Source: an optimization exercise on an open RTL-to-GDS flow (aim: small area). Production flows keep margins and buffers that such runs may drop.
In this exercise RTL edits were held to simulation tests only and were not proved equivalent to the original.
Power is estimated from default activity; no workload was simulated.

cedar:
==> module statusDisplay, before the edit <==
module statusDisplay (
	input wire logic clock,
	input wire logic arstN,
	input wire logic periodEnd,
	input wire logic [7:0] periodCountInc,    
	input wire logic anyClose,
	input wire logic anyFar,
	output logic [6:0] segments,
	output logic [3:0] anodes
);
	logic [3:0] scanPhase;
	logic [1:0] digit;
	logic [1:0] digitQ;
	logic showC;
	logic showF;
	logic scanWrap;
	assign scanWrap = (periodCountInc == {scanPhase, 4'b0000});
	always_ff @(posedge clock or negedge arstN) begin
		if (!arstN) begin
			scanPhase <= 4'd3;
			digit <= '0;
			digitQ <= '0;
			showC <= 1'b0;
			showF <= 1'b0;
		end else begin
			if (periodEnd) begin
				scanPhase <= scanPhase + 4'd3;
			end
			if (scanWrap) begin
				digit <= digit + 1'b1;
			end
			digitQ <= digit;
			showC <= (digit == 2'd0) && anyClose;
			showF <= (digit == 2'd1) && anyFar;
		end
	end
	assign anodes = ~(4'b0001 << digitQ);
	assign segments = {~showF, ~(showC | showF), ~(showC | showF), ~showC,
		1'b1, 1'b1, ~(showC | showF)};
endmodule
export LEC_CHECK = 0
export CAP_MARGIN = 20
export CORE_MARGIN = 2
export CORE_UTILIZATION = 60
export CTS_BUF_LIST = sky130_fd_sc_hd__clkbuf_4
export CTS_CLUSTER_DIAMETER = 40
export CTS_CLUSTER_SIZE = 10
export SLEW_MARGIN = 20
create_clock -name core_clock -period 10.0 [get_ports {clock}]
standard.sh (not shown) runs the stock make flow with config.mk's settings and CLKGATE_MAP_FILE= SYNTH_SCRIPT=/design/flow/synth_recipe.tcl, a recipe that flattens the netlist after the stock synthesis.
==> flow/flow/run.sh <==
#!/bin/bash
# Standard layout (standard.sh, standard synthesis) with four changes: CTS
# without dummy loads and with small clock buffers, the buffers left by ABC
# removed at floorplan, buf_1 as the port buffer cell (every input and output
# port still gets its own buffer), and gates with slack downsized before the
# placement repair (flow/pre_resize.tcl). The whole ORFS output goes to
# standard.log, and each step's log stays under orfs/logs.
set -e
export CTS_ARGS="-sink_clustering_enable -repair_clock_nets -buf_list sky130_fd_sc_hd__clkbuf_4 -sink_clustering_size 10 -sink_clustering_max_diameter 40 -dont_use_dummy_load"
export REMOVE_ABC_BUFFERS=1
export BUFFER_PORTS_ARGS="-buffer_cell sky130_fd_sc_hd__buf_1"
export PRE_RESIZE_TCL="$(pwd)/flow/pre_resize.tcl"
bash standard.sh > standard.log 2>&1
==> flow/flow/pre_resize.tcl <==
# Downsize gates that have slack to spare (power recovery) before the
# placement repair, which then fixes any slew or capacitance it leaves.
set_dont_use $::env(DONT_USE_CELLS)
estimate_parasitics -placement
repair_timing -recover_power 100 -verbose
cedar | status: complete | timing, DRC, antenna: pass
The inputs of maple differ from those of cedar as listed below.
==> flow/design.v, changed modules only <==
module statusDisplay (
	input wire logic clock,
	input wire logic arstN,
	input wire logic periodEnd,
	input wire logic [7:0] periodCountInc,    
	input wire logic anyClose,
	input wire logic anyFar,
	output logic [6:0] segments,
	output logic [3:0] anodes
);
	logic [3:0] scanPhase;
	logic [1:0] digit;            
	logic [1:0] digitQ;           
	logic scanWrapQ;
	logic showC;
	logic showF;
	logic scanWrap;
	assign scanWrap = (periodCountInc == {scanPhase, 4'b0000});
	assign digit = digitQ + scanWrapQ;
	always_ff @(posedge clock or negedge arstN) begin
		if (!arstN) begin
			scanPhase <= 4'd3;
			scanWrapQ <= 1'b0;
			digitQ <= '0;
			showC <= 1'b0;
			showF <= 1'b0;
		end else begin
			if (periodEnd) begin
				scanPhase <= scanPhase + 4'd3;
			end
			scanWrapQ <= scanWrap;
			digitQ <= digit;
			showC <= (digit == 2'd0) && anyClose;
			showF <= (digit == 2'd1) && anyFar;
		end
	end
	assign anodes = ~(4'b0001 << digitQ);
	assign segments = {~showF, ~(showC | showF), ~(showC | showF), ~showC,
		1'b1, 1'b1, ~(showC | showF)};
endmodule
Results
- cedar has lower proportion of synthesized area in mux cells than maple.
- maple against cedar; net switching power of the design is up slightly.
- There was hardly any difference in area of all placed cells without fillers between cedar and maple.
- Of the two values seen for worst setup path endpoint, channelLeft.sum[9]$_DFF_PN0_ was produced by maple and channelRight.sum[9]$_DFF_PN0_ by cedar.
- The run showing the greater area growth from synthesis to final layout is maple.
- [maple] non-clock buffer contribution to total cell area rose 0.55 points relative to cedar
- Changes observed in maple relative to cedar: timing-limited maximum frequency went up 10%, final wirelength went down 2.9%.
- The ratio of final minimum period to clock period of maple falls short of that of cedar by 5.9 points.

beaconShooter, a different RTL version from the one above (not shown whole).
Size in the first run: about 480 cells after synthesis, roughly 210 flip-flops, ~17 I/O pins, roughly 0.0070 mm^2 of cells after synthesis.
==> module beaconChannel, before the edit <==
module beaconChannel (
	input wire logic clock,
	input wire logic arstN,
	input wire logic sensor,
	input wire logic freeze,       
	input wire logic push,         
	input wire logic resume,      
	input wire logic ringFull,     
	output logic isClose,          
	output logic isFar
);
	logic [1:0] syncQ;
	logic accepted;
	logic [2:0] run;              
	logic levelChange;
	logic [1:0] changeQ;          
	logic change;
	logic [7:0] count;
	logic [55:0] ring;
	logic [7:0] oldest;
	logic [10:0] sum;             
	logic [10:0] countNext;
	logic [10:0] sumNext;
	assign levelChange = run[2] & run[0];
	always_ff @(posedge clock or negedge arstN) begin
		if (!arstN) begin
			syncQ <= '0;
			accepted <= 1'b0;
			run <= '0;
		end else begin
			syncQ <= {syncQ[0], sensor};
			accepted <= accepted ^ levelChange;
			if (levelChange) begin
				run <= {2'b00, syncQ[1] == accepted};
			end else if (syncQ[1] != accepted) begin
				run <= run + 1'b1;
			end else begin
				run <= '0;
			end
		end
	end
	always_ff @(posedge clock) begin
		changeQ <= {changeQ[0], levelChange};
	end
	assign change = (levelChange && !freeze) || (resume && |changeQ);
	assign countNext = roverPkg::rippleInc({3'b000, count}, change);
	always_ff @(posedge clock) begin
		if (push) begin
			count <= '0;
		end else begin
			count <= countNext[7:0];
		end
	end
	always_ff @(posedge clock) begin
		ring <= {ring[54:0], ring[55]};
		if (push) begin
			ring[55:49] <= count[6:0];
			ring[0] <= count[7];
		end
	end
	assign oldest = ringFull ? ring[55:48] : 8'd0;
	assign sumNext = roverPkg::rippleAdd(sum,
		push ? {3'b111, ~oldest} : 11'd0, push | change);
	always_ff @(posedge clock or negedge arstN) begin
		if (!arstN) begin
			sum <= '0;
		end else begin
			sum <= sumNext;
		end
	end
	assign isClose = !roverPkg::lessThan(sum, 11'(roverPkg::CloseThreshold));
	assign isFar = !roverPkg::lessThan(sum, 11'(roverPkg::FarThreshold + 1)) &&
		!isClose;
endmodule
clock: 10.0 ns
lec_check: 0
cap_margin: 20
core_margin: 2
core_utilization: 60
cts_buf_list: sky130_fd_sc_hd__clkbuf_4
cts_cluster_diameter: 40
cts_cluster_size: 10
slew_margin: 20
==> flow/flow/run.sh <==
#!/bin/bash
# Standard layout (standard.sh, standard synthesis) with three changes: CTS
# without dummy loads and with small clock buffers, the buffers left by ABC
# removed at floorplan, and buf_1 as the port buffer cell (every input and
# output port still gets its own buffer). The whole ORFS output goes to
# standard.log, and each step's log stays under orfs/logs.
set -e
export CTS_ARGS="-sink_clustering_enable -repair_clock_nets -buf_list sky130_fd_sc_hd__clkbuf_4 -sink_clustering_size 10 -sink_clustering_max_diameter 40 -dont_use_dummy_load"
export REMOVE_ABC_BUFFERS=1
export BUFFER_PORTS_ARGS="-buffer_cell sky130_fd_sc_hd__buf_1"
bash standard.sh > standard.log 2>&1
Then changed:
--- a/flow/design.v
+++ b/flow/design.v
@@ -52,5 +52,5 @@
 	logic [2:0] run;              
 	logic levelChange;
-	logic [1:0] changeQ;          
+	logic deferred;               
 	logic change;
 	logic [7:0] count;
@@ -79,7 +79,7 @@
 	end
 	always_ff @(posedge clock) begin
-		changeQ <= {changeQ[0], levelChange};
+		deferred <= levelChange || (push && deferred);
 	end
-	assign change = (levelChange && !freeze) || (resume && |changeQ);
+	assign change = (levelChange && !freeze) || (resume && deferred);
 	assign countNext = roverPkg::rippleInc({3'b000, count}, change);
 	always_ff @(posedge clock) begin
After rerunning: The changed run finished clean; routed wire length came out higher by 3.8%; worst hold slack improved by 4.5 ps; via count hardly moves; setup slack got worse by 81 ps; synthesized area shrinks by 1.3%.

oak:
Another version of the RTL of beaconShooter (not shown whole).
For scale: about 490 cells after synthesis, ~210 flip-flops, roughly 17 I/O pins, about 7000 um^2 of cells after synthesis.
==> module beaconChannel, before the edit <==
module beaconChannel (
	input wire logic clock,
	input wire logic arstN,
	input wire logic sensor,
	input wire logic freeze,       
	input wire logic push,         
	input wire logic resume,      
	input wire logic ringFull,     
	output logic isClose,
	output logic isFar
);
	logic [1:0] syncQ;
	logic accepted;
	logic [2:0] run;              
	logic levelChange;
	logic [1:0] changeQ;          
	logic change;
	logic [7:0] count;
	logic [55:0] ring;
	logic [7:0] oldest;
	logic [10:0] sum;             
	logic [10:0] countNext;
	logic [10:0] sumNext;
	assign levelChange = run[2] & run[0];
	always_ff @(posedge clock or negedge arstN) begin
		if (!arstN) begin
			syncQ <= '0;
			accepted <= 1'b0;
			run <= '0;
		end else begin
			syncQ <= {syncQ[0], sensor};
			accepted <= accepted ^ levelChange;
			if (levelChange) begin
				run <= {2'b00, syncQ[1] == accepted};
			end else if (syncQ[1] != accepted) begin
				run <= run + 1'b1;
			end else begin
				run <= '0;
			end
		end
	end
	always_ff @(posedge clock) begin
		changeQ <= {changeQ[0], levelChange};
	end
	assign change = (levelChange && !freeze) || (resume && |changeQ);
	assign countNext = roverPkg::rippleInc({3'b000, count}, change);
	always_ff @(posedge clock) begin
		if (push) begin
			count <= '0;
		end else begin
			count <= countNext[7:0];
		end
	end
	always_ff @(posedge clock) begin
		ring <= {ring[54:0], ring[55]};
		if (push) begin
			ring[55:49] <= count[6:0];
			ring[0] <= count[7];
		end
	end
	assign oldest = ringFull ? ring[55:48] : 8'd0;
	assign sumNext = roverPkg::rippleAdd(sum,
		push ? {3'b111, ~oldest} : 11'd0, push | change);
	always_ff @(posedge clock or negedge arstN) begin
		if (!arstN) begin
			sum <= '0;
		end else begin
			sum <= sumNext;
		end
	end
	always_ff @(posedge clock or negedge arstN) begin
		if (!arstN) begin
			isClose <= 1'b0;
			isFar <= 1'b0;
		end else if (push) begin
			isClose <= !roverPkg::lessThan(sum, 11'(roverPkg::CloseThreshold));
			isFar <= !roverPkg::lessThan(sum, 11'(roverPkg::FarThreshold + 1)) &&
				roverPkg::lessThan(sum, 11'(roverPkg::CloseThreshold));
		end
	end
endmodule
==> module beaconShooter, before the edit <==
module beaconShooter #(
	parameter int WindowCycles = 1000,
	parameter int DebounceDepth = 5,
	parameter logic [20:0] ServoPeriod = 21'd2000,
	parameter logic [20:0] RestWidthLeft = 21'd60,
	parameter logic [20:0] RestWidthRight = 21'd225,
	parameter logic [20:0] FireStep = 21'd55,
	parameter int HoldCycles = 20000,
	parameter int ScanBits = 10
) (
	input wire logic clock,
	input wire logic arstN,
	input wire logic sensorLeft,
	input wire logic sensorRight,
	output logic servoLeft,
	output logic servoRight,
	output logic [6:0] segments,
	output logic [3:0] anodes
);
	localparam logic [10:0] PeriodBase = 11'd48;
	logic [10:0] periodCount;
	logic [11:0] periodCountInc;
	logic periodEnd;
	logic freeze;
	logic push;
	logic resume;
	logic [3:0] pushes;           
	logic ringFull;
	logic started;
	assign periodCountInc = {&periodCount, roverPkg::rippleInc(periodCount, 1'b1)};
	assign periodEnd = periodCountInc[11];
	assign freeze = (periodCount == PeriodBase) ||
		(periodCount == PeriodBase + 11'(WindowCycles)) || push;
	assign push = (periodCount == PeriodBase + 11'd1) ||
		(periodCount == PeriodBase + 11'(WindowCycles + 1));
	assign resume = (periodCount == PeriodBase + 11'd2) ||
		(periodCount == PeriodBase + 11'(WindowCycles + 2));
	assign ringFull = pushes[3];
	assign started = |pushes[3:1];
	always_ff @(posedge clock or negedge arstN) begin
		if (!arstN) begin
			periodCount <= PeriodBase;
			pushes <= '0;
		end else begin
			periodCount <= periodCountInc[10:0] | (periodEnd ? PeriodBase : 11'd0);
			if (push && !ringFull) begin
				pushes <= pushes + 1'b1;
			end
		end
	end
	logic closeLeft, farLeft, closeRight, farRight;
	beaconChannel channelLeft (
		.clock(clock),
		.arstN(arstN),
		.sensor(sensorLeft),
		.freeze(freeze),
		.push(push),
		.resume(resume),
		.ringFull(ringFull),
		.isClose(closeLeft),
		.isFar(farLeft)
	);
	beaconChannel channelRight (
		.clock(clock),
		.arstN(arstN),
		.sensor(sensorRight),
		.freeze(freeze),
		.push(push),
		.resume(resume),
		.ringFull(ringFull),
		.isClose(closeRight),
		.isFar(farRight)
	);
	logic fireLeft, fireRight;
	logic fireLeftQ, fireRightQ;
	fireSequencer sequencer (
		.clock(clock),
		.arstN(arstN),
		.closeLeft(closeLeft),
		.closeRight(closeRight),
		.fireLeft(fireLeft),
		.fireRight(fireRight)
	);
	always_ff @(posedge clock) begin
		if (periodEnd) begin
			fireLeftQ <= fireLeft;
			fireRightQ <= fireRight;
		end
	end
	logic belowFireLeft, belowRestLeft, belowFireRight, belowRestRight;
	assign belowFireLeft = roverPkg::lessThan(periodCount,
		PeriodBase + 11'(RestWidthLeft + FireStep));
	assign belowRestLeft = roverPkg::lessThan(periodCount,
		PeriodBase + 11'(RestWidthLeft));
	assign belowFireRight = roverPkg::lessThan(periodCount,
		PeriodBase + 11'(RestWidthRight - FireStep));
	assign belowRestRight = roverPkg::lessThan(periodCount,
		PeriodBase + 11'(RestWidthRight));
	assign servoLeft = started && (fireLeftQ ? belowFireLeft : belowRestLeft);
	assign servoRight = started && (fireRightQ ? belowFireRight : belowRestRight);
	statusDisplay display (
		.clock(clock),
		.arstN(arstN),
		.periodEnd(periodEnd),
		.periodCountInc(periodCountInc[7:0]),
		.anyClose(closeLeft || closeRight),
		.anyFar(farLeft || farRight),
		.segments(segments),
		.anodes(anodes)
	);
endmodule
export LEC_CHECK = 0
export CAP_MARGIN = 20
export CORE_MARGIN = 2
export CORE_UTILIZATION = 60
export CTS_BUF_LIST = sky130_fd_sc_hd__clkbuf_4
export CTS_CLUSTER_DIAMETER = 40
export CTS_CLUSTER_SIZE = 10
export SLEW_MARGIN = 20
create_clock -name core_clock -period 10.0 [get_ports {clock}]
==> flow/flow/run.sh <==
#!/bin/bash
# Standard layout (standard.sh, standard synthesis) with two changes: CTS
# without dummy loads and with small clock buffers, and the buffers left by
# ABC removed at floorplan. The whole ORFS output goes to standard.log, and
# each step's log stays under orfs/logs.
set -e
export CTS_ARGS="-sink_clustering_enable -repair_clock_nets -buf_list sky130_fd_sc_hd__clkbuf_4 -sink_clustering_size 10 -sink_clustering_max_diameter 40 -dont_use_dummy_load"
export REMOVE_ABC_BUFFERS=1
bash standard.sh > standard.log 2>&1
The inputs of pine differ from those of oak as listed below.
--- a/flow/design.v
+++ b/flow/design.v
@@ -11,26 +11,4 @@
 		lessThan = lt;
 	endfunction
-	function automatic logic [10:0] rippleAdd(input logic [10:0] a,
-			input logic [10:0] b, input logic cin);
-		logic carry;
-		logic [10:0] total;
-		carry = cin;
-		for (int i = 0; i < 11; i++) begin
-			total[i] = a[i] ^ b[i] ^ carry;
-			carry = (a[i] & b[i]) | (carry & (a[i] ^ b[i]));
-		end
-		rippleAdd = total;
-	endfunction
-	function automatic logic [10:0] rippleInc(input logic [10:0] a,
-			input logic inc);
-		logic carry;
-		logic [10:0] total;
-		carry = inc;
-		for (int i = 0; i < 11; i++) begin
-			total[i] = a[i] ^ carry;
-			carry = a[i] & carry;
-		end
-		rippleInc = total;
-	endfunction
 endpackage
 `default_nettype wire
@@ -58,6 +36,4 @@
 	logic [7:0] oldest;
 	logic [10:0] sum;             
-	logic [10:0] countNext;
-	logic [10:0] sumNext;
 	assign levelChange = run[2] & run[0];
 	always_ff @(posedge clock or negedge arstN) begin
@@ -82,10 +58,11 @@
 	end
 	assign change = (levelChange && !freeze) || (resume && |changeQ);
-	assign countNext = roverPkg::rippleInc({3'b000, count}, change);
-	always_ff @(posedge clock) begin
-		if (push) begin
+	always_ff @(posedge clock or negedge arstN) begin
+		if (!arstN) begin
+			count <= '0;
+		end else if (push) begin
 			count <= '0;
 		end else begin
-			count <= countNext[7:0];
+			count <= count + change;
 		end
 	end
@@ -98,11 +75,9 @@
 	end
 	assign oldest = ringFull ? ring[55:48] : 8'd0;
-	assign sumNext = roverPkg::rippleAdd(sum,
-		push ? {3'b111, ~oldest} : 11'd0, push | change);
 	always_ff @(posedge clock or negedge arstN) begin
 		if (!arstN) begin
 			sum <= '0;
 		end else begin
-			sum <= sumNext;
+			sum <= sum + (push ? {3'b111, ~oldest} : 11'd0) + (push | change);
 		end
 	end
@@ -227,8 +202,8 @@
 	logic push;
 	logic resume;
-	logic [3:0] pushes;           
+	logic [2:0] pushes;           
 	logic ringFull;
 	logic started;
-	assign periodCountInc = {&periodCount, roverPkg::rippleInc(periodCount, 1'b1)};
+	assign periodCountInc = periodCount + 1'b1;
 	assign periodEnd = periodCountInc[11];
 	assign freeze = (periodCount == PeriodBase) ||
@@ -238,6 +213,6 @@
 	assign resume = (periodCount == PeriodBase + 11'd2) ||
 		(periodCount == PeriodBase + 11'(WindowCycles + 2));
-	assign ringFull = pushes[3];
-	assign started = |pushes[3:1];
+	assign ringFull = &pushes;
+	assign started = pushes[2] | pushes[1];
 	always_ff @(posedge clock or negedge arstN) begin
 		if (!arstN) begin
@@ -284,6 +259,9 @@
 		.fireRight(fireRight)
 	);
-	always_ff @(posedge clock) begin
-		if (periodEnd) begin
+	always_ff @(posedge clock or negedge arstN) begin
+		if (!arstN) begin
+			fireLeftQ <= 1'b0;
+			fireRightQ <= 1'b0;
+		end else if (periodEnd) begin
 			fireLeftQ <= fireLeft;
 			fireRightQ <= fireRight;
==> results.txt <==
- Cmp pine vs oak: maximum fanout encountered on the critical timing path higher in pine
- Side by side, area of placed instances turned out higher in pine than in oak.
- Aggregate routed wire length | pine above oak
- Of oak and pine, the higher number of ordinary and repair buffers in the finished layout belongs to pine.
- Switching power grows by more than 10% when moving from oak to pine.
- Cell internal power dissipation (pine over oak): increase, 3.8%
- Number of sinks driven by the clock tree: pine lower than oak
- Delta (pine minus oak): total clock network power rose by about 3%, power rose by 5.4%, non-clock buffer contribution to total cell area stayed essentially flat.
- In the tables for oak and pine, overall fraction of global-route tracks in use reads lower with oak.
- In pine the final sequential cell count turned out 0.47% lower than in oak.
- Proportion of cell area occupied by multi-input gates ends up lower on oak.

## afterwards: timing with drivers on the ports
The flow's constraints put no driver on any port. The routed layouts listed below were extracted and timed again, unchanged, in two steps. Step 1 assumes that a clkbuf_16 drives the clock port and a buf_2 every other input. Step 2 also shifts input and output timing later by t, the mid clock arrival at the registers, as if the neighbouring blocks saw the same clock. Slacks: ideal ports / drivers / drivers and shift; pairs: ideal ports / drivers.
run | shift t [ns] | setup slack, ns | worst setup path after step 2 | cell pins on the clock port's net
cedar | 0.603 | 3.479 / 3.479 / 3.479 | register to register | 1
maple | 0.618 | 4.073 / 4.073 / 4.073 | register to register | 1
the first run of note 2 | 0.601 | 3.925 / 3.925 / 3.925 | register to register | 1
the second run of note 2 | 0.608 | 3.845 / 3.845 / 3.845 | register to register | 1
oak | 0.626 | 3.878 / 3.878 / 3.878 | register to register | 1
pine | 0.630 | 5.493 / 5.493 / 5.493 | register to register | 1
After both steps setup and hold are still met in every run listed.
